Background: an optimization exercise with open tools, aiming at small area, a short achievable clock period and few clock cycles per item. Do not read the settings as production practice.
At most, simulation tests tie the RTL to the original design; equivalence was not proved.
No activity file was given, so power comes from the tool's default toggle rates.

Design collision_scheduler, start of the top module:
module collision_scheduler #(
  parameter int MAX_LINES = 51,
  parameter int CW        = 8,
  parameter int IDW       = 8
) (
  input  logic              clk,
  input  logic              reset,
  input  logic              in_val,
  output logic              in_rdy,
  input  logic [CW-1:0]     x1,
  input  logic [CW-1:0]     y1,
  input  logic [CW-1:0]     z1,
  input  logic [CW-1:0]     x2,
  input  logic [CW-1:0]     y2,
  input  logic [CW-1:0]     z2,
  input  logic              clr,
  output logic              chk_req,
  output logic [6*CW-1:0]   chk_a,
  output logic [6*CW-1:0]   chk_b,
  input  logic              chk_ack,
  input  logic              chk_hit,
  output logic              out_val,
  output logic [IDW-1:0]    lineID,
  output logic              collide,
  output logic [IDW-1:0]    collide_cnt,
  output logic              full,
  output logic              busy
);
Size: about 5700 cells after synthesis, about 2800 flip-flops, ~100000 um^2 of cells after synthesis.
Settings: LEC_CHECK=0, CAP_MARGIN=20, CORE_MARGIN=2, CORE_UTILIZATION=60, CTS_CLUSTER_DIAMETER=100, CTS_CLUSTER_SIZE=24, SETUP_SLACK_MARGIN=3.35, SLEW_MARGIN=20; clock period 6.0 ns.
standard.sh (not shown) runs the stock make flow with config.mk's settings and CLKGATE_MAP_FILE= SYNTH_SCRIPT=/design/flow/synth_recipe.tcl, a recipe that flattens the netlist after the stock synthesis.
==> flow/flow/run.sh <==
#!/bin/bash
# The standard ORFS layout, with the port buffers made of buf_4 cells rather than the
# buffer that buffer_ports picks by default (a slow delay buffer). Synthesis is run first,
# unchanged, so the registers are the standard synthesis's.
set -euo pipefail
bash standard.sh synth > synth.log 2>&1
bash standard.sh "BUFFER_PORTS_ARGS=-buffer_cell sky130_fd_sc_hd__buf_4" finish > layout.log 2>&1
test -s out/final.def
The first run completed without violations.
Rerun with:
CORE_UTILIZATION = 72   (was 60)
PLACE_DENSITY = 0.72   (was not set)
SETUP_SLACK_MARGIN = 3.6   (was 3.35)
What happened: Via count is higher by 3.1%; critical path depth went down by 3; core utilization rises by 14 points.
Function was not checked in any run of this note: the RTL went through the layout flow alone.

---

The RTL this note starts from:
==> flow/design.v <==
module collision_scheduler #(
  parameter int MAX_LINES = 51,
  parameter int CW        = 8,
  parameter int IDW       = 8
) (
  input  logic              clk,
  input  logic              reset,
  input  logic              in_val,
  output logic              in_rdy,
  input  logic [CW-1:0]     x1,
  input  logic [CW-1:0]     y1,
  input  logic [CW-1:0]     z1,
  input  logic [CW-1:0]     x2,
  input  logic [CW-1:0]     y2,
  input  logic [CW-1:0]     z2,
  input  logic              clr,
  output logic              chk_req,
  output logic [6*CW-1:0]   chk_a,
  output logic [6*CW-1:0]   chk_b,
  input  logic              chk_ack,
  input  logic              chk_hit,
  output logic              out_val,
  output logic [IDW-1:0]    lineID,
  output logic              collide,
  output logic [IDW-1:0]    collide_cnt,
  output logic              full,
  output logic              busy
);
  localparam int SW = 6 * CW;
  localparam int NL = MAX_LINES;
  localparam int AW = $clog2(MAX_LINES + 1);
  localparam int LV = $clog2(MAX_LINES);
  logic [SW-1:0]  seg;
  logic [NL-1:0][SW-1:0] mem;
  logic [AW-1:0]  ct;         
  logic [AW-1:0]  rid;        
  logic           curv;       
  logic           nxtv;       
  logic           bv;         
  logic           nv;         
  logic [SW-1:0]  cur, nxt, bq;
  logic [NL-1:0]  elig;       
  logic [NL-1:0]  nsel;       
  logic [NL-1:0]  rest;       
  logic           ov_q, col_q, nrdy_q, req_q, full_q, busy_q;
  logic [IDW-1:0] lid_q, cnt_q;
  assign seg         = {x1, y1, z1, x2, y2, z2};
  assign in_rdy      = !nrdy_q;
  assign chk_req     = req_q;
  assign chk_a       = cur;
  assign chk_b       = bq;
  assign out_val     = ov_q;
  assign lineID      = lid_q;
  assign collide     = col_q;
  assign collide_cnt = cnt_q;
  assign full        = full_q;
  assign busy        = busy_q;
  function automatic [NL-1:0] highest(input [NL-1:0] v);
    logic [NL-1:0] p;
    p = v;
    for (int k = 0; k < LV; k++)
      p = p | (p >> (1 << k));
    highest = v & ~(p >> 1);
  endfunction
  logic [SW-1:0] rd;
  always_comb begin
    rd = '0;
    for (int j = 0; j < NL; j++)
      rd = rd | (mem[j] & {SW{nsel[j]}});
  end
  logic          fire, hit, res, step, accept;
  logic [NL-1:0] e_hi, e_top, r_top, rid_oh;
  assign fire     = req_q && chk_ack;
  assign hit      = fire && chk_hit;
  assign step     = fire && !chk_hit && nv;
  assign res      = (fire && (chk_hit || !nv)) || (curv && !bv);
  assign accept   = in_val && !nrdy_q;
  assign e_hi     = {elig[NL-1:1], 1'b0};
  assign e_top    = highest(elig);
  assign r_top    = highest(rest);
  always_comb begin
    rid_oh = '0;
    rid_oh[rid[LV-1:0]] = 1'b1;
  end
  logic           curv_n, nxtv_n, ov_n;
  logic [AW-1:0]  ct_n;
  assign curv_n = res ? (nxtv || accept) : (curv || accept);
  assign nxtv_n = nxtv ? !res : (curv && !res && accept);
  assign ct_n   = ct + AW'(accept);
  assign ov_n   = res;
  always_ff @(posedge clk or negedge reset) begin
    if (!reset) begin
      ct     <= '0;
      rid    <= '0;
      curv   <= 1'b0;
      nxtv   <= 1'b0;
      bv     <= 1'b0;
      nv     <= 1'b0;
      elig   <= '0;
      ov_q   <= 1'b0;
      nrdy_q <= 1'b0;
      req_q  <= 1'b0;
      full_q <= 1'b0;
      busy_q <= 1'b0;
      cnt_q  <= '0;
    end else if (clr) begin
      ct     <= '0;
      rid    <= '0;
      curv   <= 1'b0;
      nxtv   <= 1'b0;
      bv     <= 1'b0;
      nv     <= 1'b0;
      elig   <= '0;
      ov_q   <= 1'b0;
      nrdy_q <= 1'b0;
      req_q  <= 1'b0;
      full_q <= 1'b0;
      busy_q <= 1'b0;
      cnt_q  <= '0;
    end else begin
      ct     <= ct_n;
      curv   <= curv_n;
      nxtv   <= nxtv_n;
      ov_q   <= ov_n;
      nrdy_q <= (ct_n == AW'(NL)) || nxtv_n;
      full_q <= (ct_n == AW'(NL));
      busy_q <= curv_n || nxtv_n || ov_n;
      req_q  <= curv_n && (bv || res);
      if (ov_q && col_q && (cnt_q != '1)) cnt_q <= cnt_q + IDW'(1);
      if (res) begin
        rid <= rid + AW'(1);
        bv  <= 1'b1;
        if (hit) nv <= |e_hi;
        else     nv <= elig[0];
        if (!hit) elig <= elig | rid_oh;
      end else if (step) begin
        nv <= |rest;
      end
    end
  end
  always_ff @(posedge clk or negedge reset) begin
    if (!reset) begin
      cur   <= '0;
      bq    <= '0;
      lid_q <= '0;
      col_q <= 1'b0;
    end else begin
      if (res || !curv) cur <= nxtv ? nxt : seg;
      if (fire)              bq <= chk_hit ? mem[0] : (nv ? rd : cur);
      else if (curv && !bv)  bq <= cur;
      if (res) begin
        lid_q <= IDW'(rid) + IDW'(1);
        col_q <= hit;
      end
    end
  end
  always_ff @(posedge clk) begin
    if (res) begin
      if (hit) begin
        nsel <= {e_top[NL-1:1], 1'b0};
        rest <= e_hi & ~e_top;
      end else begin
        nsel <= e_top;
        rest <= elig & ~e_top;
      end
    end else if (step) begin
      nsel <= r_top;
      rest <= rest & ~r_top;
    end
    if (!nxtv) nxt <= seg;
  end
  always_ff @(posedge clk) begin
    for (int j = 0; j < NL; j++)
      if (ct == AW'(j)) mem[j] <= seg;
  end
endmodule
clock: 6.0 ns
lec_check: 0
cap_margin: 20
core_margin: 2
core_utilization: 66
cts_cluster_diameter: 100
cts_cluster_size: 24
setup_slack_margin: 3.6
slew_margin: 20
Scripts as last shown in full above: flow/flow/run.sh
The baseline produced a clean layout.
Testbench counts at the start, summed over its fixed seeds: cycles 50,448, items 2,933.
Then changed:
- CORE_UTILIZATION: 66 -> 60
- CTS_CLUSTER_SIZE: 24 -> 30
- design area is lower by 0.57%
- routed wire length is higher by 4.8%
- core utilization falls by 7.2 points
- synthesized cell count does not change
- clock power came out lower by about 10%
- global-route usage shrinks by 2.5 points
- die area is higher by 9.9%
Then changed:
- CTS_CLUSTER_SIZE: 30 -> 24
- SETUP_SLACK_MARGIN: 3.6 -> 3.5
Setup slack gains 0.021 ns.
Final cell count hardly moves.
Combinational power stays flat.
Non-clock buffer count drops by 35.
Utilization stays flat.
Then changed:
- SETUP_SLACK_MARGIN: 3.5 -> 3.6
Effect: Global-route usage fell by 0.23 points. Area after synthesis stays the same. Final cell count rose by 0.63%. First-iteration DRC count fell by 1.0%. Hold slack got worse by 0.059 ns. Routed wire length is about the same. Worst setup slack got worse by 0.045 ns. Critical path depth is unchanged. Synthesized cell count does not change. Sequential share of layout area fell by 0.48 points.

---

## the previous run
Another version of the RTL of collision_scheduler (not shown whole).
Size in the first run: about 5,800 cells after synthesis, roughly 2,800 flip-flops, roughly 170 I/O pins, roughly 0.10 mm² of cells after synthesis.
Settings: LEC_CHECK=0, CAP_MARGIN=20, CORE_MARGIN=2, CORE_UTILIZATION=60, SETUP_SLACK_MARGIN=3.0, SLEW_MARGIN=20; clock period 6.0 ns.
run.sh (not shown) runs the stock make flow with config.mk's settings and CLKGATE_MAP_FILE= SYNTH_SCRIPT=/design/flow/synth_recipe.tcl, a recipe that flattens the netlist after the stock synthesis.
Stock flow here: none of the scripts above is used.
The previous run went all the way through synthesis, placement and routing and the layout is clean on timing, DRC and antenna.
Testbench counts of the previous run, summed over its fixed seeds: cycles 51,900, items 2,933.
Relative to the previous run, the following input files were edited for the current run:
Settings: swapping 60 for 40 in CORE_UTILIZATION; clearing SETUP_SLACK_MARGIN, which used to be 3.0.
Findings:
- Comparing worst reg-to-reg path cell count for the previous run and the current run, the bigger number came from the current run.
- The current run reached the final stage; the timing, design-rule and antenna checks on its layout passed.
- Relative to the previous run, global-route wire length before repair has increased by 0.63% in the current run.
- Comparing the current run against the previous run, there is no change at all in H-tree level count.
- A highest-delay cell along the critical path of sky130_fd_sc_hd__nor2_4 is what the previous run shows, while sky130_fd_sc_hd__buf_4 belongs to the current run.
- Against the previous run as the reference, the current run delivers a lower combinational share of power.
- Die area on the current run is up relative to the previous run.
- The previous run -> the current run: non-clock buffer count decreased by more than 10%

separate check: timing with driven ports:
How much do the figures lean on ideal ports? The routed layouts below were timed once more, with nothing changed but the port constraints.
Step 1 (the two cells are an assumption about what drives the block):
set clk [get_ports {clk}]
set_driving_cell -lib_cell sky130_fd_sc_hd__clkbuf_16 $clk
set_driving_cell -lib_cell sky130_fd_sc_hd__buf_2 [delete_from_list [all_inputs] $clk]
Step 2 adds t to the input delays and takes it off the output delays; t is the mean of the earliest and latest rising clock arrival at the registers after step 1. Input paths then give back, and output paths get back, about the clock's delay inside the block.
Slacks: ideal / step 1 / step 2; pairs: ideal / step 1.
run | shift t [ns] | setup slack, ns | latest minus earliest clock arrival (ns) | pins driven straight from the clock port
the first run of note 1 | 0.906 | 3.159 / 3.083 / 2.283 | 0.039 / 0.040 | 1
the second run of note 1 | 0.903 | 3.204 / 3.116 / 2.711 | 0.036 / 0.035 | 1
the first run of note 2 | 0.910 | 3.275 / 3.225 / 2.684 | 0.030 / 0.030 | 1
the second run of note 2 | 0.882 | 3.272 / 3.176 / 2.804 | 0.042 / 0.042 | 1
the third run of note 2 | 0.901 | 3.293 / 3.204 / 2.646 | 0.039 / 0.039 | 1
the fourth run of note 2 | 0.933 | 3.248 / 3.151 / 2.682 | 0.026 / 0.026 | 1
the previous run | 1.018 | 2.919 / 2.915 / 2.174 | 0.067 / 0.067 | 1
the current run | 1.035 | 2.575 / 2.473 / 1.661 | 0.064 / 0.065 | 1
After both steps setup and hold are still met in every run listed. The setup slack of the current run, which loses most, moves by -0.102 ns with the drivers and by -0.914 ns with both steps.
